This design comes from an exercise in tuning for small area, a short achievable clock period and few clock cycles per item on the open sky130 flow, not from production work. Where RTL was checked, it was by simulation tests only, not by an equivalence proof against the original. Power is estimated from default activity; no workload was simulated.

Setup of lane 1:
## rolling_hash_substring_counter_top
module rolling_hash_substring_counter_top (
  input  logic        clk,
  input  logic        rst_n,
  input  logic        in_valid,
  output logic        in_ready,
  input  logic [1:0]  in_op,
  input  logic [7:0]  in_char,
  output logic        out_valid,
  input  logic        out_ready,
  output logic        out_match,
  output logic [15:0] out_start,
  output logic [15:0] out_count
);
Size: roughly 3300 cells after synthesis, ~910 flip-flops, roughly 49 I/O pins, roughly 46000 µm² of cells after synthesis.
==> module rhsc_queue, before the edit <==
module rhsc_queue (
  input  logic        clk,
  input  logic        rst_n,
  input  logic        r_push,
  input  logic        r_match,
  input  logic        r_restart,
  input  logic [6:0]  r_klen,
  output logic        res_pop,
  output logic        out_valid,
  input  logic        out_ready,
  output logic        out_match,
  output logic [15:0] out_start,
  output logic [15:0] out_count
);
  localparam int D  = rhsc_pkg::RQ_DEPTH;
  localparam int AW = $clog2(D);
  logic [8:0]    q_mem [D];
  logic [AW-1:0] wp_r, rp_r;
  logic [D-1:0]  cnt_r;        
  logic          q_nonempty;
  logic          load;
  logic [8:0]    e;
  logic          ov_r;
  logic          om_r;
  logic [15:0]   os_r;
  logic [15:0]   cnt_out_r;    
  logic [6:0]    nl_r;         
  logic          lz_r;         
  logic       byp;             
  logic       avail;
  logic       q_pop, q_push;
  assign q_nonempty = cnt_r[0];
  assign byp        = !q_nonempty;
  assign avail      = q_nonempty || r_push;
  assign res_pop    = ov_r && out_ready;
  assign load       = avail && (!ov_r || out_ready);
  assign q_pop      = load && q_nonempty;
  assign q_push     = r_push && !(load && byp);
  assign e          = byp ? {r_match, r_restart, r_klen} : q_mem[rp_r];
  function automatic logic [AW-1:0] inc(input logic [AW-1:0] p);
    inc = (p == AW'(D - 1)) ? '0 : p + 1'b1;
  endfunction
  always_ff @(posedge clk) begin
    if (!rst_n) begin
      wp_r  <= '0;
      rp_r  <= '0;
      cnt_r <= '0;
    end else begin
      if (q_push) wp_r <= inc(wp_r);
      if (q_pop)  rp_r <= inc(rp_r);
      if (q_push && !q_pop) begin
        cnt_r <= {cnt_r[D-2:0], 1'b1};
      end else if (!q_push && q_pop) begin
        cnt_r <= {1'b0, cnt_r[D-1:1]};
      end
    end
  end
  always_ff @(posedge clk) begin
    if (q_push) q_mem[wp_r] <= {r_match, r_restart, r_klen};
  end
  logic [15:0] b_r;
  logic        e_match, e_rs;
  logic [6:0]  e_klen;
  logic [15:0] st_rs, n_inc, b_inc;
  logic        n_sat, pn_sat;
  assign e_match = e[8];
  assign e_rs    = e[7];
  assign e_klen  = e[6:0];
  assign st_rs   = 16'd1 - 16'(e_klen);        
  assign n_sat   = (cnt_out_r == 16'hFFFF);
  assign pn_sat  = lz_r ? (b_r == 16'd0) : (b_r[15:7] == 9'h1FF && b_r[6:0] == nl_r);
  assign n_inc   = n_sat  ? cnt_out_r : cnt_out_r + 1'b1;
  assign b_inc   = pn_sat ? b_r : b_r + 1'b1;
  always_ff @(posedge clk) begin
    if (!rst_n) begin
      ov_r <= 1'b0;
    end else if (load) begin
      ov_r <= 1'b1;
    end else if (res_pop) begin
      ov_r <= 1'b0;
    end
  end
  always_ff @(posedge clk) begin
    if (load) begin
      if (e_rs) begin
        cnt_out_r <= {15'd0, e_match};
        nl_r      <= 7'd0 - e_klen;
        lz_r      <= (e_klen == 7'd0);
      end else begin
        cnt_out_r <= e_match ? n_inc : cnt_out_r;
      end
    end
  end
  always_ff @(posedge clk) begin
    if (load) begin
      om_r <= e_match;
      os_r <= !e_match ? 16'd0 : (e_rs ? st_rs : b_r);
      b_r  <= e_rs ? st_rs + 16'd1 : b_inc;
    end
  end
  assign out_valid = ov_r;
  assign out_match = om_r;
  assign out_start = os_r;
  assign out_count = cnt_out_r;
endmodule
==> flow/config.mk <==
export PLATFORM = sky130hd
export DESIGN_NAME = rolling_hash_substring_counter_top
export DESIGN_NICKNAME = rolling_hash_substring_counter_top
export VERILOG_FILES = /design/flow/design.v
export SDC_FILE = /design/flow/constraint.sdc
export NUM_CORES = 4
export LEC_CHECK = 0
export ABC_CLOCK_PERIOD_IN_PS = 3100
export CAP_MARGIN = 20
export CORE_MARGIN = 2
export CORE_UTILIZATION = 60
export CTS_CLUSTER_DIAMETER = 80
export CTS_CLUSTER_SIZE = 28
export SETUP_SLACK_MARGIN = 3.9
export SLEW_MARGIN = 20
export SYNTH_HIERARCHICAL = 1
export SYNTH_MINIMUM_KEEP_SIZE = 0
==> flow/constraint.sdc <==
create_clock -name core_clock -period 7.0 [get_ports {clk}]
set_input_delay 1.4000 -clock core_clock [delete_from_list [all_inputs] [get_ports {clk}]]
set_output_delay 1.4000 -clock core_clock [all_outputs]
set_load 0.01 [all_outputs]
run.sh (not shown) runs the stock make flow with config.mk's settings and CLKGATE_MAP_FILE= SYNTH_SCRIPT=/design/flow/synth_recipe.tcl, a recipe that flattens the netlist after the stock synthesis.
Lane 1 went all the way through the flow, and no timing, DRC or antenna check failed.
Testbench counts of lane 1, summed over its fixed seeds: cycles 24,804, items 22,232.
## Diff of input files: lane 2 against lane 1
--- a/flow/design.v
+++ b/flow/design.v
@@ -100,10 +100,9 @@
   logic          ov_r;
   logic          om_r;
   logic [15:0]   os_r;
   logic [15:0]   cnt_out_r;    
-  logic [6:0]    nl_r;         
-  logic          lz_r;         
+  logic [15:0]   pn_r;         
   logic       byp;             
   logic       avail;
   logic       q_pop, q_push;
   assign q_nonempty = cnt_r[0];
@@ -137,17 +136,18 @@
   end
   logic [15:0] b_r;
   logic        e_match, e_rs;
   logic [6:0]  e_klen;
-  logic [15:0] st_rs, n_inc, b_inc;
+  logic [15:0] st_rs, n_inc, pn_inc, b_inc;
   logic        n_sat, pn_sat;
   assign e_match = e[8];
   assign e_rs    = e[7];
   assign e_klen  = e[6:0];
   assign st_rs   = 16'd1 - 16'(e_klen);        
   assign n_sat   = (cnt_out_r == 16'hFFFF);
-  assign pn_sat  = lz_r ? (b_r == 16'd0) : (b_r[15:7] == 9'h1FF && b_r[6:0] == nl_r);
+  assign pn_sat  = (pn_r == 16'hFFFF);
   assign n_inc   = n_sat  ? cnt_out_r : cnt_out_r + 1'b1;
+  assign pn_inc  = pn_sat ? pn_r : pn_r + 1'b1;
   assign b_inc   = pn_sat ? b_r : b_r + 1'b1;
   always_ff @(posedge clk) begin
     if (!rst_n) begin
       ov_r <= 1'b0;
@@ -160,12 +160,12 @@
   always_ff @(posedge clk) begin
     if (load) begin
       if (e_rs) begin
         cnt_out_r <= {15'd0, e_match};
-        nl_r      <= 7'd0 - e_klen;
-        lz_r      <= (e_klen == 7'd0);
+        pn_r      <= 16'd1;
       end else begin
         cnt_out_r <= e_match ? n_inc : cnt_out_r;
+        pn_r      <= pn_inc;
       end
     end
   end
   always_ff @(posedge clk) begin
| worst hold slack | lane 1 vs lane 2 | ≈ equal |. Mux cell area share after synthesis across lane 2 and lane 1: no real change. Slack of the critical path was lower in lane 2 than in lane 1. On area overhead of the layout relative to synthesis: lane 2 sits below lane 1. The logic depth of the worst path, buffers included of lane 2 exceeds that of lane 1 by 2. Taking lane 1 as the reference point, the met3 capacity usage during global routing of lane 2 rises by 0.67 points. Lane 2 against lane 1: starting density of the core grew by 0.15 points; fraction of layout cells with a size suffix above 1 decreased by 1.5 points relative to the old numbers; flip-flop and latch count rose by 0.88%; clock buffer count now sits higher. On maximum frequency, lane 2 does worse than lane 1. Row combinational share of power: lane 2 higher / lane 1 lower.
Only the layout flow was run in lane 2; the RTL was not checked for function there.

[port drivers added, routing unchanged]
How much do the figures lean on ideal ports? The routed layouts below were timed once more, with nothing changed but the port constraints.
Step 1 assumes that a clkbuf_16 drives the clock port and a buf_2 every other input.
Step 2 moves the port delays by t, midway between the first and last clock arrival at a register: inputs arrive t later, outputs are due t later. That takes back most of the time a late clock gives input paths.
Slacks: ideal / step 1 / step 2; pairs: ideal / step 1.
run | t, ns | slack for setup (ns) | hold slack, ns
lane 1 | 0.714 | 3.945 / 3.902 / 3.394 | 0.344 / 0.344 / 0.344
lane 2 | 0.698 | 3.928 / 3.902 / 3.465 | 0.342 / 0.342 / 0.342
After both steps every run listed still meets setup and hold. For lane 1, which loses most, drivers alone change the setup slack by -0.043 ns; drivers and shift together by -0.551 ns.
